From an optimization exercise on the open Yosys and OpenROAD flow, aimed at small area, a short achievable clock period and few clock cycles; shortcuts taken in it are not production practice.
The RTL was checked by simulation tests, not by an equivalence proof against the original design.
Power figures rest on the tool's default switching activity, not on a simulated workload.

==> design.v <==
package mips_mc_core_pkg;
  localparam logic [5:0] OP_RTYPE = 6'h00;
  localparam logic [5:0] OP_J     = 6'h02;
  localparam logic [5:0] OP_JAL   = 6'h03;
  localparam logic [5:0] OP_BEQ   = 6'h04;
  localparam logic [5:0] OP_BNE   = 6'h05;
  localparam logic [5:0] OP_ADDIU = 6'h09;
  localparam logic [5:0] OP_ORI   = 6'h0d;
  localparam logic [5:0] OP_LUI   = 6'h0f;
  localparam logic [5:0] OP_LW    = 6'h23;
  localparam logic [5:0] OP_SW    = 6'h2b;
  localparam logic [5:0] FN_SLL  = 6'h00;
  localparam logic [5:0] FN_JR   = 6'h08;
  localparam logic [5:0] FN_ADDU = 6'h21;
  localparam logic [5:0] FN_SUBU = 6'h23;
  localparam logic [5:0] FN_AND  = 6'h24;
  localparam logic [5:0] FN_OR   = 6'h25;
  localparam logic [5:0] FN_SLT  = 6'h2a;
endpackage
module mips_mc_regfile (
  input  logic        clk,
  input  logic        reset,
  input  logic [4:0]  ra1,
  input  logic [4:0]  ra2,
  output logic [31:0] rd1,
  output logic [31:0] rd2,
  input  logic        we,
  input  logic [4:0]  wa,
  input  logic [31:0] wd
);
  logic [31:0] regs [32];
  logic [31:0] vld;
  assign regs[0] = '0;
  assign vld[0]  = 1'b0;
  generate
    for (genvar gi = 1; gi < 32; gi++) begin : g_reg
      logic [31:0] q_reg;
      logic        v_reg;
      always_ff @(posedge clk) begin
        if (we && (wa == 5'(gi))) q_reg <= wd;
      end
      always_ff @(posedge clk or negedge reset) begin
        if (!reset) v_reg <= 1'b0;
        else if (we && (wa == 5'(gi))) v_reg <= 1'b1;
      end
      assign regs[gi] = q_reg;
      assign vld[gi]  = v_reg;
    end
  endgenerate
  always_comb begin
    rd1 = '0;
    rd2 = '0;
    for (int i = 1; i < 32; i++) begin
      rd1 = rd1 | ({32{(ra1 == 5'(i)) && vld[i]}} & regs[i]);
      rd2 = rd2 | ({32{(ra2 == 5'(i)) && vld[i]}} & regs[i]);
    end
  end
endmodule
import mips_mc_core_pkg::*;
module mips_mc_core #(
  parameter logic [31:0] RESET_PC = 32'h0000_3000,
  parameter int          ADDR_W   = 12
) (
  input  logic              clk,
  input  logic              reset,
  output logic              mem_req,
  output logic              mem_we,
  output logic [ADDR_W-1:0] mem_addr,
  output logic [31:0]       mem_wdata,
  input  logic [31:0]       mem_rdata,
  input  logic              mem_ack,
  output logic [31:0]       pc_o,
  output logic              retire,
  output logic              illegal
);
  localparam int AW = ADDR_W - 2;   
  logic [31:0]   pc_reg, ir_reg, a_reg, b_reg;
  logic          xv_reg, retire_reg, illegal_reg;
  logic [AW-1:0] addr_reg;
  logic          req_reg, we_reg;
  logic       c_sub, c_sum, c_and, c_or, c_slt, c_sll, c_link;
  logic       c_we, c_lwe, c_lw, c_sw, c_br, c_bne, c_jr, c_jmp, c_legal;
  logic [4:0] c_wa;
  logic [4:0]  shamt;
  logic [15:0] imm;
  assign shamt = ir_reg[10:6];
  assign imm   = ir_reg[15:0];
  logic [31:0] sum, alu_res, pc_plus4;
  logic        lt;
  assign sum      = a_reg + (b_reg ^ {32{c_sub}}) + {31'b0, c_sub};
  assign lt       = (a_reg[31] ^ b_reg[31]) ? a_reg[31] : sum[31];
  assign pc_plus4 = pc_reg + 32'd4;
  always_comb begin
    alu_res = '0;
    if (c_sum)  alu_res = alu_res | sum;
    if (c_and)  alu_res = alu_res | (a_reg & b_reg);
    if (c_or)   alu_res = alu_res | (a_reg | b_reg);
    if (c_slt)  alu_res = alu_res | {31'b0, lt};
    if (c_sll)  alu_res = alu_res | (b_reg << shamt);
    if (c_link) alu_res = alu_res | pc_plus4;
  end
  logic        x_we;
  assign x_we = xv_reg & c_we;
  logic        eq, taken;
  logic [31:0] br_target, target, npc;
  assign eq        = (a_reg == b_reg);
  assign taken     = c_jmp | c_jr | (c_br & (eq ^ c_bne));
  assign br_target = pc_plus4 + {{14{imm[15]}}, imm, 2'b00};
  always_comb begin
    if (c_jr)       target = a_reg;
    else if (c_jmp) target = {pc_plus4[31:28], ir_reg[25:0], 2'b00};
    else            target = br_target;
  end
  assign npc = taken ? target : pc_plus4;
  logic [ADDR_W-1:0] x_ea;
  assign x_ea = a_reg[ADDR_W-1:0] + imm[ADDR_W-1:0];
  logic x_ldst, xfer_done, fetch_done, x_done;
  assign x_ldst     = c_lw | c_sw;
  assign xfer_done  = req_reg & mem_ack;
  assign fetch_done = xfer_done & ~(xv_reg & x_ldst);
  assign x_done     = xv_reg & (~x_ldst | xfer_done);
  logic [31:0] rf_rd1, rf_rd2, rf_wd;
  logic        rf_we;
  assign rf_we = x_we | (xv_reg & c_lwe & xfer_done);
  assign rf_wd = c_lw ? mem_rdata : alu_res;
  logic [5:0]  f_op, f_fn;
  logic [4:0]  f_rs, f_rt, f_rd;
  logic [15:0] f_imm;
  assign f_op  = mem_rdata[31:26];
  assign f_rs  = mem_rdata[25:21];
  assign f_rt  = mem_rdata[20:16];
  assign f_rd  = mem_rdata[15:11];
  assign f_fn  = mem_rdata[5:0];
  assign f_imm = mem_rdata[15:0];
  mips_mc_regfile u_regfile (
    .clk   (clk),
    .reset (reset),
    .ra1   (f_rs),
    .ra2   (f_rt),
    .rd1   (rf_rd1),
    .rd2   (rf_rd2),
    .we    (rf_we),
    .wa    (c_wa),
    .wd    (rf_wd)
  );
  logic f_rtype, f_sll, f_jr, f_addu, f_subu, f_and, f_or, f_slt;
  logic f_j, f_jal, f_beq, f_bne, f_addiu, f_ori, f_lui, f_lw, f_sw;
  assign f_rtype = (f_op == OP_RTYPE);
  assign f_sll   = f_rtype && (f_fn == FN_SLL);
  assign f_jr    = f_rtype && (f_fn == FN_JR);
  assign f_addu  = f_rtype && (f_fn == FN_ADDU);
  assign f_subu  = f_rtype && (f_fn == FN_SUBU);
  assign f_and   = f_rtype && (f_fn == FN_AND);
  assign f_or    = f_rtype && (f_fn == FN_OR);
  assign f_slt   = f_rtype && (f_fn == FN_SLT);
  assign f_j     = (f_op == OP_J);
  assign f_jal   = (f_op == OP_JAL);
  assign f_beq   = (f_op == OP_BEQ);
  assign f_bne   = (f_op == OP_BNE);
  assign f_addiu = (f_op == OP_ADDIU);
  assign f_ori   = (f_op == OP_ORI);
  assign f_lui   = (f_op == OP_LUI);
  assign f_lw    = (f_op == OP_LW);
  assign f_sw    = (f_op == OP_SW);
  logic       f_legal, f_alu, f_imm_op;
  logic [4:0] f_wa;
  assign f_legal  = f_sll | f_jr | f_addu | f_subu | f_and | f_or | f_slt |
                    f_j | f_jal | f_beq | f_bne | f_addiu | f_ori | f_lui | f_lw | f_sw;
  assign f_alu    = f_sll | f_addu | f_subu | f_and | f_or | f_slt | f_addiu | f_ori | f_lui;
  assign f_imm_op = f_addiu | f_ori | f_lui;
  assign f_wa     = f_rtype ? f_rd : (f_jal ? 5'd31 : f_rt);
  logic        byp_a, byp_b;
  logic [31:0] f_ext, a_next, b_next;
  always_comb begin
    if (f_lui)      f_ext = {f_imm, 16'h0000};
    else if (f_ori) f_ext = {16'h0000, f_imm};
    else            f_ext = {{16{f_imm[15]}}, f_imm};
  end
  assign byp_a  = x_we && (c_wa == f_rs);
  assign byp_b  = x_we && (c_wa == f_rt);
  assign a_next = f_lui ? 32'h0 : (byp_a ? alu_res : rf_rd1);
  assign b_next = f_imm_op ? f_ext : (byp_b ? alu_res : rf_rd2);
  logic              f_eq, f_stale, f_redirect;
  logic [ADDR_W-1:0] f_ea;
  logic [AW-1:0]     f_seq, f_br, f_next;
  assign f_eq    = (rf_rd1 == rf_rd2);
  assign f_ea    = rf_rd1[ADDR_W-1:0] + f_imm[ADDR_W-1:0];
  assign f_seq   = addr_reg + AW'(1);
  assign f_br    = f_seq + f_imm[AW-1:0];
  assign f_stale = ((f_lw | f_sw | f_jr | f_beq | f_bne) & byp_a) | ((f_beq | f_bne) & byp_b);
  always_comb begin
    if (f_lw | f_sw)                                  f_next = f_ea[ADDR_W-1:2];
    else if (f_j | f_jal)                             f_next = mem_rdata[AW-1:0];
    else if (f_jr)                                    f_next = rf_rd1[ADDR_W-1:2];
    else if ((f_beq & f_eq) | (f_bne & ~f_eq))        f_next = f_br;
    else                                              f_next = f_seq;
  end
  always_ff @(posedge clk) begin
    if (fetch_done) begin
      ir_reg  <= mem_rdata;
      a_reg   <= a_next;
      b_reg   <= b_next;
      c_sub   <= f_subu | f_slt;
      c_sum   <= f_addu | f_subu | f_addiu;
      c_and   <= f_and;
      c_or    <= f_or | f_ori | f_lui;
      c_slt   <= f_slt;
      c_sll   <= f_sll;
      c_link  <= f_jal;
      c_we    <= (f_alu | f_jal) && (f_wa != 5'd0);
      c_lwe   <= f_lw && (f_rt != 5'd0);
      c_wa    <= f_wa;
      c_lw    <= f_lw;
      c_sw    <= f_sw;
      c_br    <= f_beq | f_bne;
      c_bne   <= f_bne;
      c_jr    <= f_jr;
      c_jmp   <= f_j | f_jal;
      c_legal <= f_legal;
    end
  end
  always_ff @(posedge clk or negedge reset) begin
    if (!reset) begin
      pc_reg      <= RESET_PC;
      xv_reg      <= 1'b0;
      retire_reg  <= 1'b0;
      illegal_reg <= 1'b0;
      addr_reg    <= RESET_PC[ADDR_W-1:2];
      req_reg     <= 1'b0;
      we_reg      <= 1'b0;
    end else begin
      retire_reg <= x_done & c_legal;
      if (x_done) begin
        pc_reg <= npc;
        if (!c_legal) illegal_reg <= 1'b1;
      end
      if (fetch_done)  xv_reg <= 1'b1;
      else if (x_done) xv_reg <= 1'b0;
      if (fetch_done) begin
        addr_reg <= f_next;
        we_reg   <= f_sw;
        req_reg  <= f_legal & ~f_stale;
      end else if (xv_reg && !req_reg && c_legal && x_ldst) begin
        addr_reg <= x_ea[ADDR_W-1:2];
        we_reg   <= c_sw;
        req_reg  <= 1'b1;
      end else if (x_done && c_legal && (x_ldst || !req_reg)) begin
        addr_reg <= npc[ADDR_W-1:2];
        we_reg   <= 1'b0;
        req_reg  <= 1'b1;
      end else if (!xv_reg && !req_reg && !illegal_reg) begin
        req_reg <= 1'b1;
      end
    end
  end
  assign mem_req   = req_reg;
  assign mem_we    = we_reg;
  assign mem_addr  = {addr_reg, 2'b00};
  assign mem_wdata = b_reg;
  assign pc_o      = pc_reg;
  assign retire    = retire_reg;
  assign illegal   = illegal_reg;
endmodule
==> run.sh <==
#!/bin/bash
# synth_recipe.tcl (not shown) runs the flow's synth.tcl, then flattens the netlist and writes it again
# the make line also repeats each setting of config.mk as NAME=value (left out here)
make -C /OpenROAD-flow-scripts/flow DESIGN_CONFIG=/design/flow/config.mk WORK_HOME=/design/flow/orfs CLKGATE_MAP_FILE= SYNTH_SCRIPT=/design/flow/synth_recipe.tcl finish
==> config.mk <==
export PLATFORM = sky130hd
export DESIGN_NAME = mips_mc_core
export DESIGN_NICKNAME = mips_mc_core
export VERILOG_FILES = /design/flow/design.v
export SDC_FILE = /design/flow/constraint.sdc
export NUM_CORES = 4
export LEC_CHECK = 0
export CAP_MARGIN = 20
export CELL_PAD_IN_SITES_DETAIL_PLACEMENT = 1
export CELL_PAD_IN_SITES_GLOBAL_PLACEMENT = 2
export CORE_MARGIN = 2
export CORE_UTILIZATION = 40
export GPL_ROUTABILITY_DRIVEN = 1
export SLEW_MARGIN = 20
==> constraint.sdc <==
create_clock -name core_clock -period 8.0 [get_ports {clk}]
set_input_delay 1.6000 -clock core_clock [delete_from_list [all_inputs] [get_ports {clk}]]
set_output_delay 1.6000 -clock core_clock [all_outputs]
set_load 0.01 [all_outputs]
==> flow_metrics.env, run 1 <==
export IMPL_grt_overflow=0
export IMPL_grt_total_usage_pct=53.99
export IMPL_antenna_found_initial=47
export IMPL_critPathTopFamily="simple AND/OR/NAND/NOR gates"
export IMPL_end_kind="register"
export IMPL_drt_iter0_markers=12850
export IMPL_path_depth=21
export IMPL_critPathKind="in -> reg"
export IMPL_yosysUniqueCellTypes=94
export IMPL_wl_per_cell_um=52.26
export IMPL_netlist_area_mm2=0.06428
export IMPL_grtUsageMet3_pct=25.71
export IMPL_hold_buffers=0
export IMPL_cts_tree="built"
export IMPL_final_max_slew_viol_count=0
export IMPL_power_mw=27.03
export IMPL_grt_most_used_layer="met2"
export IMPL_yosysSeqAreaShare_pct=54.57
export IMPL_min_path_type="reg -> reg"
export IMPL_grt_pass1_wl_mm=589.0
export IMPL_max_cap_violations=0
export IMPL_met2_usage_pct=74.72
export IMPL_cpPeakStageDelay_ps=920
export IMPL_cp_startpoint="mem_rdata[20]"
export IMPL_area_growth_pct=17.38
export IMPL_maxSlewHeadroom_pct=8.753
export IMPL_drc=0
export IMPL_io_buffers=112
export IMPL_timing_rr_end="pc_reg[30]"
export IMPL_nNetsFinal=6623
export IMPL_synth_edf_count=1103
export IMPL_r2r_start="pc_reg[2]"
export IMPL_ff2ff_path_depth=16
export IMPL_path_common_cell="buf_4"
export IMPL_worstPathRequired_ps=8670
export IMPL_tightest_slew_ps=1365
export IMPL_cts_setup_buffers=0
export IMPL_clock_fmax_mhz=122.8
export IMPL_worstPathArrival_ps=8810
export IMPL_syn_area_per_cell_um2=10.37
export IMPL_start_util_pct=40.17
export IMPL_ys_flop_type="edfxtp_1"
export IMPL_clk_latency_ps=860
export IMPL_ys_async_sr_fraction_pct=6.605
export IMPL_fp_dieW_um=404.9
export IMPL_so_faults="setup timing"
export IMPL_gp_congestion=1.084
export IMPL_vias=67730
export IMPL_drive_above_1_share_pct=14.05
export IMPL_grt_max_degree=81
export IMPL_cts_root_buf="clkbuf_16"
export IMPL_min_from="u_regfile.g_reg[23].v_reg"
export IMPL_fp_dieH_um=404.9
export IMPL_cp_slowest_cell="nor3_4"
export IMPL_cts_buffers_inserted=142
export IMPL_power_per_cell_area_mw_per_mm2=358.3
export IMPL_vdd_drop_max_mv=0.5714
export IMPL_hold_ws_ps=511.8
export IMPL_crit_chain="clkdlybuf4s50_1, buf_4, nor3_4, nand2_2, buf_4, o22ai_1, nor4_1, and4_1, xnor2_1, buf_4, nand4_1, buf_4, nor4_2, buf_4, a21oi_1, or2_4, buf_4, buf_4, mux2i_1, a21oi_1, o22ai_1"
export IMPL_critPathMaxFanout=10
export IMPL_setup_violations=7
export IMPL_clk_path_buf_depth=3
export IMPL_first_pass_iters=8
export IMPL_start_kind="primary input"
export IMPL_ios=115
export IMPL_grt_pass1_vias=63190
export IMPL_r2r_slack_ps=1300
export IMPL_drt_antenna_violating_nets=0
export IMPL_core_area_mm2=0.1600
export IMPL_power_leakage_nw=25.38
export IMPL_period_minus_slack_ps=8143
export IMPL_crit_path_end="addr_reg[3]"
export IMPL_via_per_inst=7.803
export IMPL_syn_inst=6199
export IMPL_synth_warnings=3
export IMPL_hold_viol_final=0
export IMPL_rows=147
export IMPL_period_share_pct=101.8
export IMPL_cts_clk_slew_worst_paths_ps=60
export IMPL_die_area_mm2=0.1639
export IMPL_largest_register_ffs=992
export IMPL_place_hpwl_mm=301.1
export IMPL_status="failed layout checks"
export IMPL_fin_worst_skew_ps=46.14
export IMPL_rsz0062_at_grt="no"
export IMPL_path_buf_inv=8
export IMPL_h_tree_depth=4
export IMPL_drt_total_wl_mm=453.7
export IMPL_gr_usage_met1_pct=62.87
export IMPL_worst_slack_ps=-142.6
export IMPL_cts_resized=0
export IMPL_cts_sinks=1181
export IMPL_synth_seq_cells=1181
## layout make-up
cell class,instances,area (um2)
inverters,139,526.8
multi-input cells,4397,27100
well taps,2086,2610
clock buffers,184,3825
diodes,47,117.6
clock inverters,77,823.3
flip-flops and latches,1181,35120
repair buffers,570,5330
fillers,17120,84560
## cells in the mapped netlist (all sizes together), types with 154 or more instances
library cell / n / area, um2
nand4: 213 / 1333
edfxtp: 1103 / 33120
clkbuf: 329 / 1235
o21ai: 159 / 795.8
nand2: 1217 / 4596
nor3: 229 / 1151
buf: 154 / 812.0
ha: 154 / 1927
o22ai: 645 / 4035
a21oi: 170 / 850.8
nor2: 231 / 867.1
or3: 233 / 1458
## through the flow
step	util [%]	std cells	worst slack [ps]	instance area, um2	setup TNS, ps
floorplan	-	6200	2217	64280	0
global placement	44.06	8363	-346.8	70500	-2593
detailed placement	44.17	8372	-402.7	70670	-2922
CTS	47.07	8633	428.6	75320	0
global route	47.09	8638	272.8	75340	0
finish	47.15	8681	-142.6	75450	-653.4
## worst reg2reg max path: cells and delay by family (launching register included)
| kind | cells | cell delay, ps |
|---|---|---|
| xor gates and xnor gates | 2 | 870 |
| adders and majority gates | 2 | 700 |
| DFF | 1 | 580 |
| and+or+nand+nor | 2 | 970 |
| AOI/OAI and AO/OA | 10 | 3490 |
## cells in the final DEF, fill, tap and decap left out, types with 158 or more instances in the layout
cell,netlist,layout
a21oi_1,170,167
buf_4,17,398
edfxtp_1,1103,1103
nand2_1,1206,1182
nand4_1,213,213
nor2_1,231,198
nor3_1,228,226
o21ai_0,159,158
o22ai_1,645,645
or3_1,233,233
## report_power, final
part / leakage, nW / internal [mW] / switching (mW) / total [mW]
clock: 2.24 / 3.80 / 2.95 / 6.75
sequential: 10.8 / 8.04 / 1.06 / 9.10
combinational: 12.3 / 2.89 / 8.29 / 11.2
total: 25.4 / 14.7 / 12.3 / 27.0
## per-layer routing
metal  vias up  share of wire (%)
li1      24260                  -
met5         -               0.11
met3      2519                 16
met4        32                 10
met1     33480                 34
met2      7446                 40
## cell families (layout without fill, tap and decap cells)
kind of cell	count (synthesis)	count (layout)	synth area share [%]
other	1	49	0.005834
AND/OR/NAND/NOR	2543	2543	19.43
AO/OA/AOI/OAI	1393	1393	14.36
multiplexers	114	114	1.987
flip-flops	1181	1181	54.57
XOR/XNOR	188	188	2.562
adder cells (fa/ha/maj)	157	157	3.091
buffers and inverters	622	970	3.996
## how the worst min path moves through the flow
stage | to | slack [ps] | cells after the start
2_1_floorplan | pc_reg[13] | 500 | 2
3_3_place_gp | u_regfile.g_reg[23].v_reg | 480 | 1
5_1_grt | u_regfile.g_reg[31].v_reg | 540 | 1
6_report | u_regfile.g_reg[23].v_reg | 510 | 1
3_5_place_dp | u_regfile.g_reg[23].v_reg | 500 | 1
4_1_cts | u_regfile.g_reg[23].v_reg | 520 | 1
Testbench counts, summed over its fixed seeds: cycles 9,981.
==> inputs of run 2 (changes only) <==
--- a/design.v
+++ b/design.v
@@ -79,3 +79,3 @@
   logic [AW-1:0] addr_reg;
-  logic          req_reg, we_reg;
+  logic          req_reg, we_reg, kill_reg;
   logic       c_sub, c_sum, c_and, c_or, c_slt, c_sll, c_link;
@@ -116,6 +116,8 @@
   assign x_ea = a_reg[ADDR_W-1:0] + imm[ADDR_W-1:0];
-  logic x_ldst, xfer_done, fetch_done, x_done;
+  logic x_ldst, xfer_done, fetch_xfer, fetch_done, x_done, mispredict;
   assign x_ldst     = c_lw | c_sw;
   assign xfer_done  = req_reg & mem_ack;
-  assign fetch_done = xfer_done & ~(xv_reg & x_ldst);
+  assign fetch_xfer = xfer_done & ~(xv_reg & x_ldst);
+  assign mispredict = xv_reg & c_br & ~taken & (imm != 16'h0);
+  assign fetch_done = fetch_xfer & ~kill_reg & ~mispredict;
   assign x_done     = xv_reg & (~x_ldst | xfer_done);
@@ -182,6 +184,5 @@
   assign b_next = f_imm_op ? f_ext : (byp_b ? alu_res : rf_rd2);
-  logic              f_eq, f_stale, f_redirect;
+  logic              f_stale;
   logic [ADDR_W-1:0] f_ea;
   logic [AW-1:0]     f_seq, f_br, f_next;
-  assign f_eq    = (rf_rd1 == rf_rd2);
   assign f_ea    = rf_rd1[ADDR_W-1:0] + f_imm[ADDR_W-1:0];
@@ -189,3 +190,3 @@
   assign f_br    = f_seq + f_imm[AW-1:0];
-  assign f_stale = ((f_lw | f_sw | f_jr | f_beq | f_bne) & byp_a) | ((f_beq | f_bne) & byp_b);
+  assign f_stale = (f_lw | f_sw | f_jr) & byp_a;
   always_comb begin
@@ -194,3 +195,3 @@
     else if (f_jr)                                    f_next = rf_rd1[ADDR_W-1:2];
-    else if ((f_beq & f_eq) | (f_bne & ~f_eq))        f_next = f_br;
+    else if (f_beq | f_bne)                           f_next = f_br;
     else                                              f_next = f_seq;
@@ -198,3 +199,3 @@
   always_ff @(posedge clk) begin
-    if (fetch_done) begin
+    if (fetch_xfer) begin
       ir_reg  <= mem_rdata;
@@ -230,2 +231,3 @@
       we_reg      <= 1'b0;
+      kill_reg    <= 1'b0;
     end else begin
@@ -238,3 +240,13 @@
       else if (x_done) xv_reg <= 1'b0;
-      if (fetch_done) begin
+      if (mispredict) begin
+        if (xfer_done) begin
+          addr_reg <= npc[ADDR_W-1:2];
+          we_reg   <= 1'b0;
+        end else begin
+          kill_reg <= 1'b1;
+        end
+      end else if (fetch_xfer && kill_reg) begin
+        addr_reg <= pc_reg[ADDR_W-1:2];
+        kill_reg <= 1'b0;
+      end else if (fetch_done) begin
         addr_reg <= f_next;
@@ -250,3 +262,3 @@
         req_reg  <= 1'b1;
-      end else if (!xv_reg && !req_reg && !illegal_reg) begin
+      end else if (!xv_reg && !req_reg && !illegal_reg && !kill_reg) begin
         req_reg <= 1'b1;
==> flow_metrics.env, run 2 <==
export IMPL_drt_iter0_markers=9988
export IMPL_ys_flop_type="edfxtp_1"
export IMPL_antenna_found_initial=18
export IMPL_grt_overflow=0
export IMPL_start_kind="primary input"
export IMPL_syn_inst=4795
export IMPL_clk_path_buf_depth=3
export IMPL_largest_register_ffs=992
export IMPL_seq_power_share_pct=39.2
export IMPL_cts_sinks=1182
export IMPL_synth_seq_cells=1182
export IMPL_yosysTopAreaCell="edfxtp_1"
export IMPL_gp_congestion=1.012
export IMPL_fp_dieH_um=388.9
export IMPL_vdd_drop_max_mv=0.2448
export IMPL_cts_root_buf="clkbuf_16"
export IMPL_rows=141
export IMPL_first_pass_iters=10
export IMPL_synthTopCellsByArea="edfxtp_1 (56%), a22oi_1 (5.9%), a221oi_1 (3.6%), ha_1 (3.3%), dfrtp_1 (3.3%)"
export IMPL_setup_violations=0
export IMPL_tightest_slew_ps=1274
export IMPL_io_buffers=112
export IMPL_combPwrFrac_pct=31.4
export IMPL_drt_total_wl_mm=341.7
export IMPL_area_growth_pct=16.10
export IMPL_switching_power_mw=8.326
export IMPL_finalSetupTns_ps=0
export IMPL_place_hpwl_mm=221.6
export IMPL_yosysSeqAreaShare_pct=59.25
export IMPL_final_cell_mix="edfxtp_1 (1103), a22oi_1 (469), nand2_1 (284)"
export IMPL_synth_warnings=3
export IMPL_cts_clk_slew_worst_paths_ps=60
export IMPL_power_leakage_nw=24.01
export IMPL_clk_latency_ps=820
export IMPL_hold_buffers=0
export IMPL_worstPathRequired_ps=8720
export IMPL_rsz0062_at_grt="no"
export IMPL_dp_cells=6724
export IMPL_min_path_type="reg -> reg"
export IMPL_cts_tree="built"
export IMPL_fp_dieW_um=388.9
export IMPL_start_util_pct=40.22
export IMPL_cts_buffers_inserted=135
export IMPL_status="timing/DRC/antenna clean"
export IMPL_final_max_slew_viol_count=0
export IMPL_netlist_area_mm2=0.05924
export IMPL_cts_resized=0
export IMPL_maxSlewHeadroom_pct=15.09
export IMPL_syn_area_per_cell_um2=12.36
export IMPL_wl_per_cell_um=48.94
export IMPL_worstPathArrival_ps=7060
export IMPL_cts_setup_buffers=0
export IMPL_power_switching_share_pct=36.99
export IMPL_clock_fmax_mhz=157.6
export IMPL_grt_pass1_vias=50600
export IMPL_yosysUniqueCellTypes=86
export IMPL_ys_async_sr_fraction_pct=6.684
export IMPL_synth_edf_count=1103
export IMPL_hold_viol_final=0
export IMPL_fin_worst_skew_ps=38.71
export IMPL_final_cell_count_no_fill=6982
export IMPL_nNetsFinal=5127
export IMPL_post_route_util_pct=46.69
export IMPL_power_per_cell_area_mw_per_mm2=327.2
export IMPL_drive_above_1_share_pct=13.40
export IMPL_end_kind="register"
export IMPL_vias=52720
export IMPL_final_common_cell="edfxtp_1"
export IMPL_period_share_pct=79.29
export IMPL_drc=0
export IMPL_netlist_top_cells_count="edfxtp_1 (1103), a22oi_1 (469), clkbuf_1 (303)"
export IMPL_critPathKind="in -> reg"
export IMPL_ios=115
export IMPL_max_cap_violations=0
export IMPL_h_tree_depth=4
export IMPL_drt_antenna_violating_nets=0
export IMPL_p_int_mw=14.18
export IMPL_critPathMaxFanout=25
export IMPL_yosys_cell_count_top_type="edfxtp_1"
export IMPL_via_per_inst=7.550
export IMPL_period_minus_slack_ps=6343
export IMPL_grt_max_degree=72
export IMPL_grt_total_usage_pct=44.18
export IMPL_p_clk_share_pct=29.4
export IMPL_grt_pass1_wl_mm=453.7
export IMPL_die_area_mm2=0.1512
export IMPL_synth_top_area_share_pct=55.91
export IMPL_core_area_mm2=0.1473
==> run 2: worst paths after layout <==
| check | startpoint | to | slack, ps | depth (start not counted) |
|---|---|---|---|---|
| min in group asynchronous | reset | pc_reg[25] | 670 | 1 |
| max reg2reg | pc_reg[2] | pc_reg[30] | 2140 | 16 |
| max | mem_rdata[25] | addr_reg[9] | 1660 | 15 |
| max in group asynchronous | reset | u_regfile.g_reg[11].v_reg | 5990 | 2 |
| min | u_regfile.g_reg[17].v_reg | u_regfile.g_reg[17].v_reg | 520 | 1 |
| min reg2reg | u_regfile.g_reg[17].v_reg | u_regfile.g_reg[17].v_reg | 520 | 1 |
==> run 2: per-stage QoR <==
step | power (mW) | area (um2) | setup WS (ps) | hold slack [ps]
3_3_place_gp | 15.71 | 63940 | 1076 | 498.4
3_5_place_dp | 15.77 | 64040 | 993.4 | 492.5
2_1_floorplan | 12.54 | 59250 | 90.51 | 445.5
5_1_grt | 23.18 | 68770 | 1474 | 537.1
6_report | 22.51 | 68780 | 1657 | 518.0
4_1_cts | 22.31 | 68710 | 1828 | 517.7
==> run 2: area by class of cell <==
class                      instances  area (um2)
inverter                         131       491.7
clock inverter                    81        1102
antenna                            8       20.02
multi-input combinational       3108       22750
timing repair buffer             376        3337
clock buffer                     166        3568
tap                             1930        2415
sequential                      1182       35100
fill                           14880       78530
==> run 2: power groups by stage <==
stage	combinational (mW)	sequential, mW	clock [mW]
detailed placement	6.87	8.91	0
CTS	6.89	8.79	6.63
global route	7.50	8.84	6.85
floorplan	3.94	8.60	0
global placement	6.79	8.92	0
finish	7.07	8.82	6.63
==> run 2: metal layers <==
layer  GRT usage (%)  wire [um]  share of wire, %  vias up
met4           26.07      25500               7.5       20
met2           65.59     145500                43     4885
met5               0        285             0.083        -
met1           55.89     124400                36    26690
met3           15.14      45960                13     1351
li1                -          -                 -    19780
==> run 2: worst max-delay path: stages <==
cell and delay, ps:
clkdlybuf4s50_1 1090, nor3b_1 760, and3_2 510, buf_4 630
a22oi_1 190, nand4_1 130, or4_1 370, ha_1 350
nor2b_1 140, o21ai_0 260, a21oi_1 150, o211ai_1 230
a21oi_1 100, o31a_1 290, o31ai_1 190
==> run 2: cells by family after synthesis <==
group | share of synthesized area [%]
and+or+nand+nor | 9.390
AOI/OAI and AO/OA | 20.50
buffers and inverters | 3.246
DFF | 59.25
muxes | 2.167
other | 0.006330
xor gates and xnor gates | 2.070
adders and majority gates | 3.375
Testbench counts of run 2, summed over its fixed seeds: cycles 10,013.
==> inputs of run 3 (changes only) <==
--- a/config.mk
+++ b/config.mk
@@ -13,2 +13,3 @@
 export GPL_ROUTABILITY_DRIVEN = 1
+export SETUP_SLACK_MARGIN = 3.0
 export SLEW_MARGIN = 20
==> flow_metrics.env, run 3 <==
export IMPL_final_common_cell="edfxtp_1"
export IMPL_ff_latch_area_mm2=0.03510
export IMPL_drt_total_wl_mm=337.9
export IMPL_vias=52680
export IMPL_crit_path_end="b_reg[19]"
export IMPL_combPwrFrac_pct=32.2
export IMPL_h_tree_depth=4
export IMPL_critPathMaxFanout=17
export IMPL_worst_slack_ps=2937
export IMPL_synth_top_family_by_area="compound AO/OA/AOI/OAI gates"
export IMPL_ys_flop_type="edfxtp_1"
export IMPL_clock_fmax_mhz=197.5
export IMPL_final_cell_mix="edfxtp_1 (1103), a22oi_1 (469), nand2_1 (282)"
export IMPL_post_place_ws_ps=1198
export IMPL_drive_above_1_share_pct=14.53
export IMPL_cts_sinks=1182
export IMPL_via_per_inst=7.539
export IMPL_cts_root_buf="clkbuf_16"
export IMPL_drc=0
export IMPL_yosys_cell_count_top_type="edfxtp_1"
export IMPL_fill_cells=14900
export IMPL_largest_register_ffs=992
export IMPL_hold_viol_final=0
export IMPL_multi_input_area_mm2=0.02316
export IMPL_drt_iter0_markers=9868
export IMPL_end_kind="register"
export IMPL_synth_seq_cells=1182
export IMPL_p_int_mw=14.18
export IMPL_fp_dieH_um=388.9
export IMPL_setup_violations=0
export IMPL_area_growth_pct=16.47
export IMPL_ff2ff_path_depth=14
export IMPL_seq_power_share_pct=39.0
export IMPL_worstPathRequired_ps=8660
export IMPL_synth_top_area_share_pct=55.91
export IMPL_io_buffers=112
export IMPL_synthAdderAreaFrac_pct=3.375
export IMPL_power_per_cell_area_mw_per_mm2=326.6
export IMPL_status="timing/DRC/antenna clean"
export IMPL_min_path_type="reg -> reg"
export IMPL_netlist_top_cells_count="edfxtp_1 (1103), a22oi_1 (469), clkbuf_1 (303)"
export IMPL_final_max_slew_viol_count=0
export IMPL_period_minus_slack_ps=5063
export IMPL_maxSlewHeadroom_pct=14.08
export IMPL_fin_worst_skew_ps=44.66
export IMPL_rsz0062_at_grt="yes"
export IMPL_max_cap_violations=0
export IMPL_vdd_drop_max_mv=0.2623
export IMPL_yosysUniqueCellTypes=86
export IMPL_clk_latency_ps=820
export IMPL_critPathKind="in -> reg"
export IMPL_nNetsFinal=5130
export IMPL_r2r_start="b_reg[26]"
export IMPL_finalSetupTns_ps=0
export IMPL_power_leakage_nw=23.99
export IMPL_ios=115
export IMPL_netlist_area_mm2=0.05924
export IMPL_synthTopCellsByArea="edfxtp_1 (56%), a22oi_1 (5.9%), a221oi_1 (3.6%), ha_1 (3.3%), dfrtp_1 (3.3%)"
export IMPL_timing_rr_end="addr_reg[8]"
export IMPL_cp_startpoint="mem_rdata[17]"
export IMPL_die_area_mm2=0.1512
export IMPL_period_share_pct=63.29
export IMPL_grt_pass1_wl_mm=448.8
export IMPL_core_area_mm2=0.1473
export IMPL_yosysSeqAreaShare_pct=59.25
export IMPL_grt_overflow=0
export IMPL_switching_power_mw=8.357
export IMPL_fp_dieW_um=388.9
export IMPL_p_clk_share_pct=28.7
export IMPL_tightest_slew_ps=1289
export IMPL_grt_pass1_vias=50600
export IMPL_hold_buffers=0
export IMPL_grt_total_usage_pct=43.58
export IMPL_power_switching_share_pct=37.08
export IMPL_clk_path_buf_depth=3
export IMPL_synth_xor_area_share_pct=2.070
export IMPL_ys_async_sr_fraction_pct=6.684
export IMPL_synth_edf_count=1103
export IMPL_antenna_found_initial=19
export IMPL_grt_max_degree=69
export IMPL_place_hpwl_mm=220.1
export IMPL_worstPathArrival_ps=5720
export IMPL_r2r_slack_ps=3170
export IMPL_cts_buffers_inserted=134
export IMPL_yosysTopAreaCell="edfxtp_1"
export IMPL_cts_tree="built"
export IMPL_start_util_pct=40.22
export IMPL_yosys_area_share_simple_pct=9.390
export IMPL_syn_inst=4795
export IMPL_first_pass_iters=12
export IMPL_gp_congestion=0.9652
export IMPL_wl_per_cell_um=48.36
export IMPL_start_kind="primary input"
export IMPL_synth_warnings=3
export IMPL_post_route_util_pct=46.84
export IMPL_rows=141
export IMPL_drt_antenna_violating_nets=0
export IMPL_cts_clk_slew_worst_paths_ps=60
export IMPL_synth_compound_area_share_pct=20.50
export IMPL_synthMuxAreaShare_pct=2.167
export IMPL_syn_area_per_cell_um2=12.36
run 3: worst max-delay path: stages:
cell and delay, ps:
clkdlybuf4s50_1 830, nand2_1 180, nor2_1 320, and3_2 1040, buf_4 400, a22o_1 170, a221oi_1 50, nand4_1 100
nor3_1 80, a31oi_1 640, a221o_1 280
run 3: metal layers:
layer  vias up  global-route usage (%)  part of all wire (%)
li1      19780                       -                     -
met1     26680                   55.20                    36
met2      4845                   64.95                    43
met3      1367                   13.99                    13
met4        16                   26.56                   7.7
met5         -                       0                  0.10
run 3: worst min-delay path by stage:
stage | to | cells past startpoint | start | slack [ps]
finish | u_regfile.g_reg[17].v_reg | 1 | u_regfile.g_reg[17].v_reg | 500
global route | u_regfile.g_reg[17].v_reg | 1 | u_regfile.g_reg[17].v_reg | 520
CTS | u_regfile.g_reg[17].v_reg | 1 | u_regfile.g_reg[17].v_reg | 500
detailed placement | u_regfile.g_reg[17].v_reg | 1 | u_regfile.g_reg[17].v_reg | 480
global placement | u_regfile.g_reg[17].v_reg | 1 | u_regfile.g_reg[17].v_reg | 490
floorplan | u_regfile.g_reg[10].v_reg | 1 | u_regfile.g_reg[10].v_reg | 450
run 3: per-stage QoR:
stage	cell area, um2	hold slack (ps)	total power [mW]	std cells
finish	69000	501.5	22.54	6988
global route	68970	523.7	23.22	6976
CTS	68580	495.1	22.27	6953
detailed placement	63760	481.4	15.77	6696
global placement	63680	490.5	15.72	6689
floorplan	59440	445.5	12.53	4796
run 3: cell type report:
| type | count | area share (%) |
|---|---|---|
| Multi-Input combinational cell | 3109 | 33.56 |
| Antenna cell | 12 | 0.04352 |
| Sequential cell | 1182 | 50.87 |
| Clock inverter | 80 | 1.467 |
| Tap cell | 1930 | 3.500 |
| Inverter | 131 | 0.7180 |
| Timing Repair Buffer | 379 | 4.754 |
| Clock buffer | 165 | 5.088 |
run 3: kinds of logic after synthesis:
logic type	count (synthesis)
AO/OA/AOI/OAI	1606
flip-flops	1182
AND/OR/NAND/NOR	1102
buffers and inverters	506
adder cells (fa/ha/maj)	158
XOR/XNOR	140
multiplexers	100
other	1
run 3: timing repair:
| item | CTS | global route |
|---|---|---|
| gates cloned | 1 | 0 |
| pin swaps | 3 | 8 |
| buffers inserted | 11 | 21 |
| resized for setup | 77 | 39 |
| endpoints found under the hold margin | 0 | 0 |
| endpoints found under the setup margin | 291 | 274 |
run 3: power by group through the flow:
stage / combinational [mW] / sequential (mW) / clock, mW
2_1_floorplan: 3.95 / 8.58 / 0
3_3_place_gp: 6.83 / 8.89 / 0
3_5_place_dp: 6.90 / 8.88 / 0
4_1_cts: 7.02 / 8.76 / 6.49
5_1_grt: 7.70 / 8.82 / 6.71
6_report: 7.27 / 8.79 / 6.48
==> inputs of run 4 (changes only) <==
--- a/design.v
+++ b/design.v
@@ -89,4 +89,4 @@
   logic        lt;
-  assign sum      = a_reg + (b_reg ^ {32{c_sub}}) + {31'b0, c_sub};
-  assign lt       = (a_reg[31] ^ b_reg[31]) ? a_reg[31] : sum[31];
+  assign sum      = a_reg + b_reg + {31'b0, c_sub};
+  assign lt       = (a_reg[31] == b_reg[31]) ? a_reg[31] : sum[31];
   assign pc_plus4 = pc_reg + 32'd4;
@@ -100,2 +100,3 @@
     if (c_link) alu_res = alu_res | pc_plus4;
+    if (c_lw)   alu_res = alu_res | mem_rdata;
   end
@@ -107,3 +108,5 @@
   assign taken     = c_jmp | c_jr | (c_br & (eq ^ c_bne));
-  assign br_target = pc_plus4 + {{14{imm[15]}}, imm, 2'b00};
+  logic [29:0] boff;
+  assign boff      = {{14{imm[15]}}, imm} + 30'd1;
+  assign br_target = pc_reg + {boff, 2'b00};
   always_comb begin
@@ -126,3 +129,3 @@
   assign rf_we = x_we | (xv_reg & c_lwe & xfer_done);
-  assign rf_wd = c_lw ? mem_rdata : alu_res;
+  assign rf_wd = alu_res;
   logic [5:0]  f_op, f_fn;
@@ -183,3 +186,3 @@
   assign a_next = f_lui ? 32'h0 : (byp_a ? alu_res : rf_rd1);
-  assign b_next = f_imm_op ? f_ext : (byp_b ? alu_res : rf_rd2);
+  assign b_next = (f_imm_op ? f_ext : (byp_b ? alu_res : rf_rd2)) ^ {32{f_subu | f_slt}};
   logic              f_stale;
--- a/config.mk
+++ b/config.mk
@@ -13,3 +13,3 @@
 export GPL_ROUTABILITY_DRIVEN = 1
-export SETUP_SLACK_MARGIN = 3.0
+export SETUP_SLACK_MARGIN = 4.0
 export SLEW_MARGIN = 20
==> flow_metrics.env, run 4 <==
export IMPL_setup_violations=0
export IMPL_via_per_inst=7.573
export IMPL_place_hpwl_mm=224.7
export IMPL_synth_top_area_share_pct=55.62
export IMPL_grt_total_usage_pct=46.39
export IMPL_status="timing/DRC/antenna clean"
export IMPL_io_buffers=112
export IMPL_power_leakage_nw=26.01
export IMPL_h_tree_depth=4
export IMPL_clk_path_buf_depth=3
export IMPL_start_util_pct=40.28
export IMPL_cts_clk_slew_worst_paths_ps=60
export IMPL_rsz0062_at_grt="yes"
export IMPL_gp_congestion=0.9986
export IMPL_fp_dieH_um=389.8
export IMPL_cts_buffers_inserted=135
export IMPL_core_area_mm2=0.1478
export IMPL_first_pass_iters=10
export IMPL_critPathMaxFanout=21
export IMPL_drive_above_1_share_pct=23.75
export IMPL_end_kind="register"
export IMPL_synth_edf_count=1103
export IMPL_min_path_type="reg -> reg"
export IMPL_power_per_cell_area_mw_per_mm2=313.1
export IMPL_grt_max_degree=69
export IMPL_synth_seq_cells=1182
export IMPL_period_minus_slack_ps=4550
export IMPL_cts_root_buf="clkbuf_16"
export IMPL_antenna_found_initial=28
export IMPL_drt_antenna_violating_nets=0
export IMPL_drc=0
export IMPL_yosysSeqAreaShare_pct=58.94
export IMPL_drt_iter0_markers=10110
export IMPL_yosys_cell_count_top_type="edfxtp_1"
export IMPL_grt_pass1_vias=53090
export IMPL_final_max_slew_viol_count=0
export IMPL_syn_area_per_cell_um2=12.18
export IMPL_fill_cells=14920
export IMPL_cts_tree="built"
export IMPL_critPathKind="in -> reg"
export IMPL_largest_register_ffs=992
export IMPL_post_place_ws_ps=1157
export IMPL_fp_dieW_um=389.8
export IMPL_yosysUniqueCellTypes=83
export IMPL_worstPathArrival_ps=5200
export IMPL_worstPathRequired_ps=8650
export IMPL_worst_slack_ps=3450
export IMPL_grt_overflow=0
export IMPL_vias=56340
export IMPL_period_share_pct=56.87
export IMPL_ios=115
export IMPL_die_area_mm2=0.1520
export IMPL_clk_latency_ps=800
export IMPL_area_growth_pct=25.17
export IMPL_max_cap_violations=0
export IMPL_rows=141
export IMPL_synth_warnings=3
export IMPL_maxSlewHeadroom_pct=27.04
export IMPL_ys_flop_type="edfxtp_1"
export IMPL_final_common_cell="edfxtp_1"
export IMPL_clock_fmax_mhz=219.8
export IMPL_synthTopCellsByArea="edfxtp_1 (56%), a22oi_1 (6.9%), dfrtp_1 (3.2%), a221oi_1 (3.2%), ha_1 (2.7%)"
export IMPL_wl_per_cell_um=48.75
export IMPL_tightest_slew_ps=1093
export IMPL_drt_total_wl_mm=362.6
export IMPL_grt_pass1_wl_mm=477.4
export IMPL_syn_inst=4889
export IMPL_yosysTopAreaCell="edfxtp_1"
export IMPL_finalSetupTns_ps=0
export IMPL_ys_async_sr_fraction_pct=6.684
export IMPL_cts_sinks=1182
export IMPL_fin_worst_skew_ps=52.91
export IMPL_hold_viol_final=0
export IMPL_netlist_top_cells_count="edfxtp_1 (1103), a22oi_1 (546), clkbuf_1 (302)"
export IMPL_vdd_drop_max_mv=0.2629
export IMPL_start_kind="primary input"
export IMPL_netlist_area_mm2=0.05955
export IMPL_final_cell_mix="edfxtp_1 (1103), a22oi_1 (540), buf_4 (506)"
export IMPL_nNetsFinal=5553
## run 4: cell types whose count changed in the layout (fill, tap and decap cells not counted), sizes merged, moves of 16 or more
cell	previous run	this run
a221oi	248	218
a22o	217	178
a22oi	469	546
and3	94	110
buf	272	622
ha	155	127
mux2i	67	29
nand3	152	208
nand4	124	98
nor3	87	66
nor4	32	55
o21ai	156	179
xnor2	61	92
xor2	79	52
## run 4: path summary, 6_finish.rpt
| kind | from | to | slack (ps) | cells past startpoint |
|---|---|---|---|---|
| setup / recovery | mem_rdata[24] | addr_reg[3] | 3450 | 14 |
| min in group asynchronous | reset | pc_reg[22] | 690 | 1 |
| hold reg to reg | illegal_reg | illegal_reg | 500 | 1 |
| setup reg to reg | ir_reg[0] | pc_reg[28] | 3560 | 20 |
| max in group asynchronous | reset | pc_reg[3] | 5850 | 2 |
| hold / removal | illegal_reg | illegal_reg | 500 | 1 |
## run 4: cell type report
cell class	count	area, um2	share of cell area, %
inverter	129	530.5	0.7117
timing repair buffer	727	6932	9.299
sequential	1182	35100	47.09
timing repair inverter	4	30.03	0.04028
antenna	15	37.54	0.05036
multi-input combinational	3208	24860	33.35
clock inverter	92	1151	1.544
tap	1930	2415	3.240
clock buffer	152	3485	4.675
## run 4: routing by layer
metal  part of all wire, %  global-route usage, %
met1                    35                  57.05
met5                 0.060                      0
met2                    42                  67.91
met3                    14                  16.80
met4                   8.8                  32.05
## run 4: timing repair
item	in CTS	in global routing
resized for setup	464	110
setup endpoints to repair	1604	467
hold buffers	0	0
setup buffers	279	66
cloned	14	3
pin swaps	165	70
## run 4: cell families after synthesis
logic type | synth area share (%)
AOI/OAI and AO/OA | 20.82
DFF | 58.94
muxes | 1.849
adders and majority gates | 2.803
xor gates and xnor gates | 2.118
other | 0.006297
and+or+nand+nor | 10.24
buffers and inverters | 3.225
## run 4: report_power, final
| group | switching [mW] | total, mW | leakage [nW] | internal [mW] |
|---|---|---|---|---|
| logic | 5.21 | 7.96 | 13.0 | 2.75 |
| registers | 0.690 | 8.81 | 10.8 | 8.12 |
| clock network | 2.82 | 6.56 | 2.21 | 3.74 |
| total | 8.72 | 23.3 | 26.0 | 14.6 |
## run 4: stage by stage
| step | power (mW) | instance area [um2] | cells | util [%] | hold slack [ps] |
|---|---|---|---|---|---|
| after global routing | 23.98 | 74510 | 7425 | 50.40 | 513.8 |
| after floorplan | 12.43 | 59990 | 4890 | - | 445.5 |
| final | 23.34 | 74540 | 7439 | 50.42 | 499.5 |
| after global placement | 15.55 | 64330 | 6814 | 43.51 | 475.2 |
| after CTS | 22.81 | 73440 | 7355 | 49.68 | 496.2 |
| after detailed placement | 15.61 | 64400 | 6818 | 43.56 | 469.8 |
## run 4: worst max-delay path, cell delays in order
cell and delay, ps:
buf_16 130, buf_4 140, nor3b_2 410, and3_4 680, a22oi_1 160, nand3_1 170, or4_4 250, ha_4 230
and4_4 180, a211o_1 300, a21oi_2 200, xnor2_2 100, o311a_1 310, a221o_1 300
Testbench counts of run 4, summed over its fixed seeds: cycles 10,013.
==> inputs of run 5 (changes only) <==
--- a/config.mk
+++ b/config.mk
@@ -11,3 +11,3 @@
 export CORE_MARGIN = 2
-export CORE_UTILIZATION = 40
+export CORE_UTILIZATION = 55
 export GPL_ROUTABILITY_DRIVEN = 1
==> flow_metrics.env, run 5 <==
export IMPL_synth_warnings=3
export IMPL_synth_seq_cells=1182
export IMPL_gp_congestion=1.034
export IMPL_post_place_ws_ps=1330
export IMPL_syn_area_per_cell_um2=12.18
export IMPL_clk_path_buf_depth=3
export IMPL_ios=115
export IMPL_fp_dieW_um=333.1
export IMPL_grt_max_degree=65
export IMPL_yosysUniqueCellTypes=83
export IMPL_error_line="[ERROR DPL-0033] detailed placement checks failed during check placement."
export IMPL_cts_root_buf="clkbuf_16"
export IMPL_h_tree_depth=3
export IMPL_antenna_found_initial=65
export IMPL_worst_path_end_type="register data pin"
export IMPL_hold_buffers=0
export IMPL_cts_sinks=1182
export IMPL_synth_top_area_share_pct=55.62
export IMPL_syn_inst=4889
export IMPL_netlist_top_cells_count="edfxtp_1 (1103), a22oi_1 (546), clkbuf_1 (302)"
export IMPL_netlist_area_mm2=0.05955
export IMPL_fp_dieH_um=333.1
export IMPL_synthTopCellsByArea="edfxtp_1 (56%), a22oi_1 (6.9%), dfrtp_1 (3.2%), a221oi_1 (3.2%), ha_1 (2.7%)"
export IMPL_synth_edf_count=1103
export IMPL_yosysSeqAreaShare_pct=58.94
export IMPL_ys_async_sr_fraction_pct=6.684
export IMPL_cts_buffers_inserted=119
export IMPL_status="stopped before the end"
export IMPL_place_hpwl_mm=199.1
export IMPL_ys_flop_type="edfxtp_1"
export IMPL_rows=120
export IMPL_io_buffers=112
export IMPL_start_util_pct=55.55
export IMPL_crit_endpoint="addr_reg[6]$_DFFE_PN0P_/D"
export IMPL_haltStage="global routing"
export IMPL_yosysTopAreaCell="edfxtp_1"
export IMPL_yosys_cell_count_top_type="edfxtp_1"
run 5: power by group through the flow:
stage                     clock network [mW]  logic (mW)  registers [mW]
after floorplan                            0        3.79            8.64
after global placement                     0        6.17            8.93
after CTS                               5.97        7.21            8.78
after detailed placement                   0        6.37            8.94
run 5: timing repair:
item	CTS
setup buffers	339
resized for setup	462
hold endpoints to repair	0
cloned	12
endpoints found under the setup margin	1483
pin swaps	160
run 5: per-stage QoR:
stage | util [%] | instances | cell area, um2
4_1_cts | 67.30 | 6813 | 72140
3_5_place_dp | 59.02 | 6238 | 63270
2_1_floorplan | - | 4890 | 59990
3_3_place_gp | 58.94 | 6235 | 63190
run 5: worst min path at each step:
stage                                           end  slack (ps)  depth (start not counted)
after floorplan           u_regfile.g_reg[11].v_reg         450                          1
after global placement    u_regfile.g_reg[25].v_reg         470                          1
after detailed placement  u_regfile.g_reg[25].v_reg         480                          1
after CTS                 u_regfile.g_reg[25].v_reg         500                          1
run 5: cells by family after synthesis:
kind of cell	Yosys count	share of synthesized area [%]
xor gates and xnor gates	144	2.118
muxes	72	1.849
and+or+nand+nor	1188	10.24
buffers and inverters	506	3.225
DFF	1182	58.94
AOI/OAI and AO/OA	1665	20.82
other	1	0.006297
adders and majority gates	131	2.803
==> inputs of run 6 (changes only) <==
--- a/design.v
+++ b/design.v
@@ -76,11 +76,15 @@
   localparam int AW = ADDR_W - 2;   
-  logic [31:0]   pc_reg, ir_reg, a_reg, b_reg;
+  logic [31:0]   pc_reg, ir_reg, a_reg, b_reg, wdata_reg;
   logic          xv_reg, retire_reg, illegal_reg;
-  logic [AW-1:0] addr_reg;
-  logic          req_reg, we_reg, kill_reg;
-  logic       c_sub, c_sum, c_and, c_or, c_slt, c_sll, c_link;
-  logic       c_we, c_lwe, c_lw, c_sw, c_br, c_bne, c_jr, c_jmp, c_legal;
+  logic [AW-1:0] addr_reg, fa_reg;
+  logic          req_reg, we_reg, kill_reg, fa_req;
+  logic          m_valid, m_lw;
+  logic [4:0]    m_wa;
+  logic       c_sub, c_sum, c_and, c_or, c_slt, c_sll, c_link, c_ars, c_brt;
+  logic       c_we, c_lw, c_sw, c_br, c_bne, c_jr, c_jmp, c_legal;
   logic [4:0] c_wa;
-  logic [4:0]  shamt;
+  logic [4:0]  x_rs, x_rt, shamt;
   logic [15:0] imm;
+  assign x_rs  = ir_reg[25:21];
+  assign x_rt  = ir_reg[20:16];
   assign shamt = ir_reg[10:6];
@@ -91,3 +95,3 @@
   assign lt       = (a_reg[31] == b_reg[31]) ? a_reg[31] : sum[31];
-  assign pc_plus4 = pc_reg + 32'd4;
+  assign pc_plus4 = {pc_reg[31:2] + 30'd1, pc_reg[1:0]};
   always_comb begin
@@ -100,7 +104,5 @@
     if (c_link) alu_res = alu_res | pc_plus4;
-    if (c_lw)   alu_res = alu_res | mem_rdata;
-  end
-  logic        x_we;
-  assign x_we = xv_reg & c_we;
+  end
   logic        eq, taken;
+  logic [30:0] br_sum;
   logic [31:0] br_target, target, npc;
@@ -108,5 +110,4 @@
   assign taken     = c_jmp | c_jr | (c_br & (eq ^ c_bne));
-  logic [29:0] boff;
-  assign boff      = {{14{imm[15]}}, imm} + 30'd1;
-  assign br_target = pc_reg + {boff, 2'b00};
+  assign br_sum    = {pc_reg[31:2], 1'b1} + {{14{imm[15]}}, imm, 1'b1};
+  assign br_target = {br_sum[30:1], pc_reg[1:0]};
   always_comb begin
@@ -119,13 +120,18 @@
   assign x_ea = a_reg[ADDR_W-1:0] + imm[ADDR_W-1:0];
-  logic x_ldst, xfer_done, fetch_xfer, fetch_done, x_done, mispredict;
+  logic x_act, x_ldst, xfer_done, fetch_xfer, fetch_done, x_done, m_done, mispredict, x_we;
+  assign x_act      = xv_reg & ~m_valid;
   assign x_ldst     = c_lw | c_sw;
   assign xfer_done  = req_reg & mem_ack;
-  assign fetch_xfer = xfer_done & ~(xv_reg & x_ldst);
-  assign mispredict = xv_reg & c_br & ~taken & (imm != 16'h0);
+  assign m_done     = m_valid & xfer_done;
+  assign fetch_xfer = xfer_done & ~m_valid;
+  assign mispredict = x_act & c_br & ~taken & (imm != 16'h0);
   assign fetch_done = fetch_xfer & ~kill_reg & ~mispredict;
-  assign x_done     = xv_reg & (~x_ldst | xfer_done);
+  assign x_done     = x_act & (~x_ldst | fetch_xfer);
+  assign x_we       = x_act & c_we;
   logic [31:0] rf_rd1, rf_rd2, rf_wd;
   logic        rf_we;
-  assign rf_we = x_we | (xv_reg & c_lwe & xfer_done);
-  assign rf_wd = alu_res;
+  logic [4:0]  rf_wa;
+  assign rf_we = x_we | (m_done & m_lw);
+  assign rf_wa = m_valid ? m_wa : c_wa;
+  assign rf_wd = m_valid ? mem_rdata : alu_res;
   logic [5:0]  f_op, f_fn;
@@ -147,3 +153,3 @@
     .we    (rf_we),
-    .wa    (c_wa),
+    .wa    (rf_wa),
     .wd    (rf_wd)
@@ -169,3 +175,3 @@
   assign f_sw    = (f_op == OP_SW);
-  logic       f_legal, f_alu, f_imm_op;
+  logic       f_legal, f_alu, f_imm_op, f_sub;
   logic [4:0] f_wa;
@@ -175,2 +181,3 @@
   assign f_imm_op = f_addiu | f_ori | f_lui;
+  assign f_sub    = f_subu | f_slt;
   assign f_wa     = f_rtype ? f_rd : (f_jal ? 5'd31 : f_rt);
@@ -186,17 +193,19 @@
   assign a_next = f_lui ? 32'h0 : (byp_a ? alu_res : rf_rd1);
-  assign b_next = (f_imm_op ? f_ext : (byp_b ? alu_res : rf_rd2)) ^ {32{f_subu | f_slt}};
-  logic              f_stale;
-  logic [ADDR_W-1:0] f_ea;
-  logic [AW-1:0]     f_seq, f_br, f_next;
-  assign f_ea    = rf_rd1[ADDR_W-1:0] + f_imm[ADDR_W-1:0];
-  assign f_seq   = addr_reg + AW'(1);
-  assign f_br    = f_seq + f_imm[AW-1:0];
-  assign f_stale = (f_lw | f_sw | f_jr) & byp_a;
-  always_comb begin
-    if (f_lw | f_sw)                                  f_next = f_ea[ADDR_W-1:2];
-    else if (f_j | f_jal)                             f_next = mem_rdata[AW-1:0];
-    else if (f_jr)                                    f_next = rf_rd1[ADDR_W-1:2];
-    else if (f_beq | f_bne)                           f_next = f_br;
-    else                                              f_next = f_seq;
-  end
+  assign b_next = (f_imm_op ? f_ext : (byp_b ? alu_res : rf_rd2)) ^ {32{f_sub}};
+  logic          f_stale;
+  logic [AW-1:0] f_seq, f_next;
+  logic [AW:0]   f_br_sum;
+  assign f_seq    = addr_reg + AW'(1);
+  assign f_br_sum = {addr_reg, 1'b1} + {f_imm[AW-1:0], 1'b1};
+  assign f_stale  = f_jr & (byp_a | (xv_reg & c_lw & (c_wa == f_rs)));
+  always_comb begin
+    if (f_j | f_jal)       f_next = mem_rdata[AW-1:0];
+    else if (f_jr)         f_next = rf_rd1[ADDR_W-1:2];
+    else if (f_beq | f_bne) f_next = f_br_sum[AW:1];
+    else                   f_next = f_seq;
+  end
+  logic snoop, snoop_a, snoop_b;
+  assign snoop   = m_done & m_lw;
+  assign snoop_a = snoop & c_ars & (x_rs == m_wa);
+  assign snoop_b = snoop & c_brt & (x_rt == m_wa);
   always_ff @(posedge clk) begin
@@ -206,3 +215,3 @@
       b_reg   <= b_next;
-      c_sub   <= f_subu | f_slt;
+      c_sub   <= f_sub;
       c_sum   <= f_addu | f_subu | f_addiu;
@@ -213,4 +222,5 @@
       c_link  <= f_jal;
+      c_ars   <= ~f_lui;
+      c_brt   <= ~f_imm_op;
       c_we    <= (f_alu | f_jal) && (f_wa != 5'd0);
-      c_lwe   <= f_lw && (f_rt != 5'd0);
       c_wa    <= f_wa;
@@ -223,2 +233,10 @@
       c_legal <= f_legal;
+    end else begin
+      if (snoop_a) a_reg <= mem_rdata;
+      if (snoop_b) b_reg <= mem_rdata ^ {32{c_sub}};
+    end
+    if (x_act && x_ldst && fetch_xfer) begin
+      wdata_reg <= b_reg;
+      m_lw      <= c_lw && (x_rt != 5'd0);
+      m_wa      <= x_rt;
     end
@@ -235,4 +253,7 @@
       kill_reg    <= 1'b0;
+      fa_reg      <= '0;
+      fa_req      <= 1'b0;
+      m_valid     <= 1'b0;
     end else begin
-      retire_reg <= x_done & c_legal;
+      retire_reg <= (x_done & c_legal & ~x_ldst) | m_done;
       if (x_done) begin
@@ -244,8 +265,4 @@
       if (mispredict) begin
-        if (xfer_done) begin
-          addr_reg <= npc[ADDR_W-1:2];
-          we_reg   <= 1'b0;
-        end else begin
-          kill_reg <= 1'b1;
-        end
+        if (xfer_done) addr_reg <= npc[ADDR_W-1:2];
+        else           kill_reg <= 1'b1;
       end else if (fetch_xfer && kill_reg) begin
@@ -253,15 +270,20 @@
         kill_reg <= 1'b0;
+      end else if (x_act && x_ldst && fetch_xfer) begin
+        addr_reg <= x_ea[ADDR_W-1:2];
+        we_reg   <= c_sw;
+        m_valid  <= 1'b1;
+        fa_reg   <= f_next;
+        fa_req   <= f_legal & ~f_stale;
+      end else if (m_done) begin
+        addr_reg <= fa_reg;
+        we_reg   <= 1'b0;
+        req_reg  <= fa_req;
+        m_valid  <= 1'b0;
       end else if (fetch_done) begin
         addr_reg <= f_next;
-        we_reg   <= f_sw;
         req_reg  <= f_legal & ~f_stale;
-      end else if (xv_reg && !req_reg && c_legal && x_ldst) begin
-        addr_reg <= x_ea[ADDR_W-1:2];
-        we_reg   <= c_sw;
+      end else if (x_done && c_legal && !req_reg) begin
+        addr_reg <= npc[ADDR_W-1:2];
         req_reg  <= 1'b1;
-      end else if (x_done && c_legal && (x_ldst || !req_reg)) begin
-        addr_reg <= npc[ADDR_W-1:2];
-        we_reg   <= 1'b0;
-        req_reg  <= 1'b1;
-      end else if (!xv_reg && !req_reg && !illegal_reg && !kill_reg) begin
+      end else if (!xv_reg && !req_reg && !illegal_reg && !kill_reg && !m_valid) begin
         req_reg <= 1'b1;
@@ -273,3 +295,3 @@
   assign mem_addr  = {addr_reg, 2'b00};
-  assign mem_wdata = b_reg;
+  assign mem_wdata = wdata_reg;
   assign pc_o      = pc_reg;
--- a/config.mk
+++ b/config.mk
@@ -11,3 +11,3 @@
 export CORE_MARGIN = 2
-export CORE_UTILIZATION = 55
+export CORE_UTILIZATION = 40
 export GPL_ROUTABILITY_DRIVEN = 1
==> flow_metrics.env, run 6 <==
export IMPL_status="timing/DRC/antenna clean"
export IMPL_period_share_pct=50.94
export IMPL_worstPathArrival_ps=4590
export IMPL_critPathMaxFanout=9
export IMPL_power_per_cell_area_mw_per_mm2=322.4
export IMPL_via_per_inst=7.482
export IMPL_cts_root_buf="clkbuf_16"
export IMPL_final_max_slew_viol_count=0
export IMPL_place_hpwl_mm=222.2
export IMPL_io_buffers=112
export IMPL_hold_ws_ps=466.9
export IMPL_worstPathRequired_ps=8520
export IMPL_synthTopCellsByArea="edfxtp_1 (56%), a22oi_1 (5.9%), dfrtp_1 (3.6%), a221oi_1 (3.3%), a22o_1 (2.9%)"
export IMPL_die_area_mm2=0.1571
export IMPL_h_tree_depth=4
export IMPL_grt_pass1_wl_mm=482.4
export IMPL_clk_path_buf_depth=3
export IMPL_vdd_drop_max_mv=0.2315
export IMPL_grt_pass1_vias=53410
export IMPL_vias=55560
export IMPL_post_route_cell_area_mm2=0.07378
export IMPL_crit_chain="clkdlybuf4s50_1, buf_4, inv_1, nand2_1, and2_2, clkinvlp_4, o31a_1, a221o_1, a21oi_1, xor2_1, o21ai_2"
export IMPL_core_area_mm2=0.1524
export IMPL_clk_latency_ps=810
export IMPL_final_cell_mix="edfxtp_1 (1142), a22oi_1 (479), buf_4 (296)"
export IMPL_antenna_found_initial=34
export IMPL_power_leakage_nw=25.36
export IMPL_drt_iter0_markers=10270
export IMPL_fp_dieW_um=396.4
export IMPL_netlist_top_cells_count="edfxtp_1 (1142), a22oi_1 (481), nand2_1 (270)"
export IMPL_drt_total_wl_mm=367.4
export IMPL_hold_viol_final=0
export IMPL_ios=115
export IMPL_synth_seq_cells=1233
export IMPL_max_cap_violations=0
export IMPL_maxSlewHeadroom_pct=15.98
export IMPL_nNetsFinal=5420
export IMPL_cts_tree="built"
export IMPL_cpPeakStageDelay_ps=490
export IMPL_final_cell_count_no_fill=7426
export IMPL_end_kind="register"
export IMPL_yosys_cell_count_top_type="edfxtp_1"
export IMPL_area_growth_pct=19.80
export IMPL_period_minus_slack_ps=4075
export IMPL_cts_sinks=1233
export IMPL_drt_antenna_violating_nets=0
export IMPL_synth_edf_count=1142
export IMPL_cts_buffers_inserted=139
export IMPL_dp_cells=6940
export IMPL_setup_violations=0
export IMPL_cts_clk_slew_worst_paths_ps=70
export IMPL_grt_most_used_layer="met2"
export IMPL_netlist_area_mm2=0.06159
export IMPL_start_util_pct=40.40
export IMPL_final_common_cell="edfxtp_1"
export IMPL_synth_top_area_share_pct=55.68
export IMPL_start_kind="primary input"
export IMPL_grt_total_usage_pct=45.33
export IMPL_gp_congestion=0.9416
export IMPL_fin_worst_skew_ps=54.78
export IMPL_largest_register_ffs=992
export IMPL_min_from="c_legal"
export IMPL_critPathKind="in -> reg"
export IMPL_worst_slack_ps=3925
export IMPL_synth_warnings=3
export IMPL_yosysSeqAreaShare_pct=59.38
export IMPL_min_path_type="reg -> reg"
export IMPL_ys_async_sr_fraction_pct=7.380
export IMPL_yosysTopAreaCell="edfxtp_1"
export IMPL_cp_slowest_cell="clkdlybuf4s50_1"
export IMPL_drc=0
export IMPL_first_pass_iters=8
export IMPL_rsz0062_at_grt="yes"
export IMPL_rows=143
export IMPL_syn_inst=5005
export IMPL_finalSetupTns_ps=0
export IMPL_yosysUniqueCellTypes=93
export IMPL_post_place_ws_ps=1667
export IMPL_hold_buffers=0
export IMPL_cp_startpoint="mem_rdata[28]"
export IMPL_clock_fmax_mhz=245.4
export IMPL_syn_area_per_cell_um2=12.31
export IMPL_gr_usage_met1_pct=52.94
export IMPL_ys_flop_type="edfxtp_1"
export IMPL_r2r_start="b_reg[9]"
export IMPL_wl_per_cell_um=49.48
export IMPL_grt_overflow=0
export IMPL_met2_usage_pct=68.91
export IMPL_placed_cell_area_mm2=0.06558
export IMPL_grt_max_degree=58
export IMPL_drive_above_1_share_pct=18.80
export IMPL_grtUsageMet3_pct=14.04
export IMPL_fp_dieH_um=396.4
export IMPL_tightest_slew_ps=1260
run 6: final cells by class:
type                    count  area [um2]
fillers                 15420       78660
flip-flops and latches   1233       36580
multi-input cells        3272       24790
repair buffers            496        4695
clock buffers             173        3720
well taps                2030        2540
clock inverters            80       908.4
inverters                 125       505.5
diodes                     17       42.54
run 6: kinds of logic (layout without fill, tap and decap cells):
| family | count (synthesis) | in the layout | synth area share, % |
|---|---|---|---|
| flip-flops | 1233 | 1233 | 59.38 |
| AND/OR/NAND/NOR | 1162 | 1173 | 9.747 |
| multiplexers | 128 | 132 | 2.481 |
| other | 1 | 19 | 0.006089 |
| buffers and inverters | 517 | 874 | 3.409 |
| AO/OA/AOI/OAI | 1713 | 1714 | 20.64 |
| adder cells (fa/ha/maj) | 118 | 118 | 2.446 |
| XOR/XNOR | 133 | 133 | 1.891 |
run 6: stage by stage:
stage	util, %	power, mW
2_1_floorplan	-	12.97
4_1_cts	47.58	23.25
3_5_place_dp	43.02	16.32
6_report	48.40	23.79
3_3_place_gp	42.94	16.24
5_1_grt	48.38	24.38
run 6: routing by layer:
layer / vias to the layer above / part of all wire, %
li1: 20930 / -
met3: 1610 / 12
met5: - / 0.059
met1: 28100 / 34
met4: 30 / 10
met2: 4892 / 43
run 6: where the power goes:
| part | internal, mW | switching, mW | total, mW |
|---|---|---|---|
| sequential | 8.62 | 0.839 | 9.46 |
| clock | 3.73 | 2.87 | 6.60 |
| combinational | 2.41 | 5.31 | 7.72 |
| total | 14.8 | 9.02 | 23.8 |
run 6: worst max-delay path: cells and delay by family:
| family | cells | cell delay [ps] |
|---|---|---|
| simple gates | 2 | 490 |
| compound gates | 4 | 1050 |
| buf+inv | 4 | 1230 |
| xor+xnor | 1 | 190 |
run 6: path summary, 6_finish.rpt:
| check | slack, ps | cells past startpoint | to |
|---|---|---|---|
| min in group asynchronous | 830 | 1 | addr_reg[1] |
| worst max register to register | 3980 | 14 | addr_reg[9] |
| max in group asynchronous | 5880 | 2 | m_valid |
| worst max-delay path | 3920 | 11 | b_reg[19] |
| worst min register to register | 470 | 1 | illegal_reg |
| worst min-delay path | 470 | 1 | illegal_reg |
run 6: what timing repair did:
| item | in CTS | in global routing |
|---|---|---|
| gates resized for setup | 315 | 145 |
| buffers inserted | 135 | 65 |
| pin swaps | 55 | 36 |
| endpoints found under the setup margin | 1731 | 1042 |
| cloned | 13 | 3 |
Testbench counts of run 6, summed over its fixed seeds: cycles 10,011.

afterwards: timing with drivers on the ports:
The flow's constraints put no driver on any port. The routed layouts listed below were extracted and timed again, unchanged, in two steps.
Step 1, drivers: a clkbuf_16 drives clk and a buf_2 each remaining input, both assumed.
Step 2 moves the port delays by t, midway between the first and last clock arrival at a register: inputs arrive t later, outputs are due t later. That takes back most of the time a late clock gives input paths.
Slacks: no drivers / after step 1 / after step 2; pairs: no drivers / after step 1.
run	shift t [ns]	setup slack, ns	pins driven straight from the clock port
run 1	0.920	-0.143 / -0.083 / -1.003	1
run 2	0.889	1.657 / 1.717 / 0.827	1
run 3	0.891	2.937 / 3.007 / 2.116	1
run 4	0.873	3.450 / 3.318 / 2.445	1
run 6	0.869	3.925 / 3.891 / 3.023	1
For run 4, which loses most, drivers alone change the setup slack by -0.132 ns; drivers and shift together by -1.005 ns.
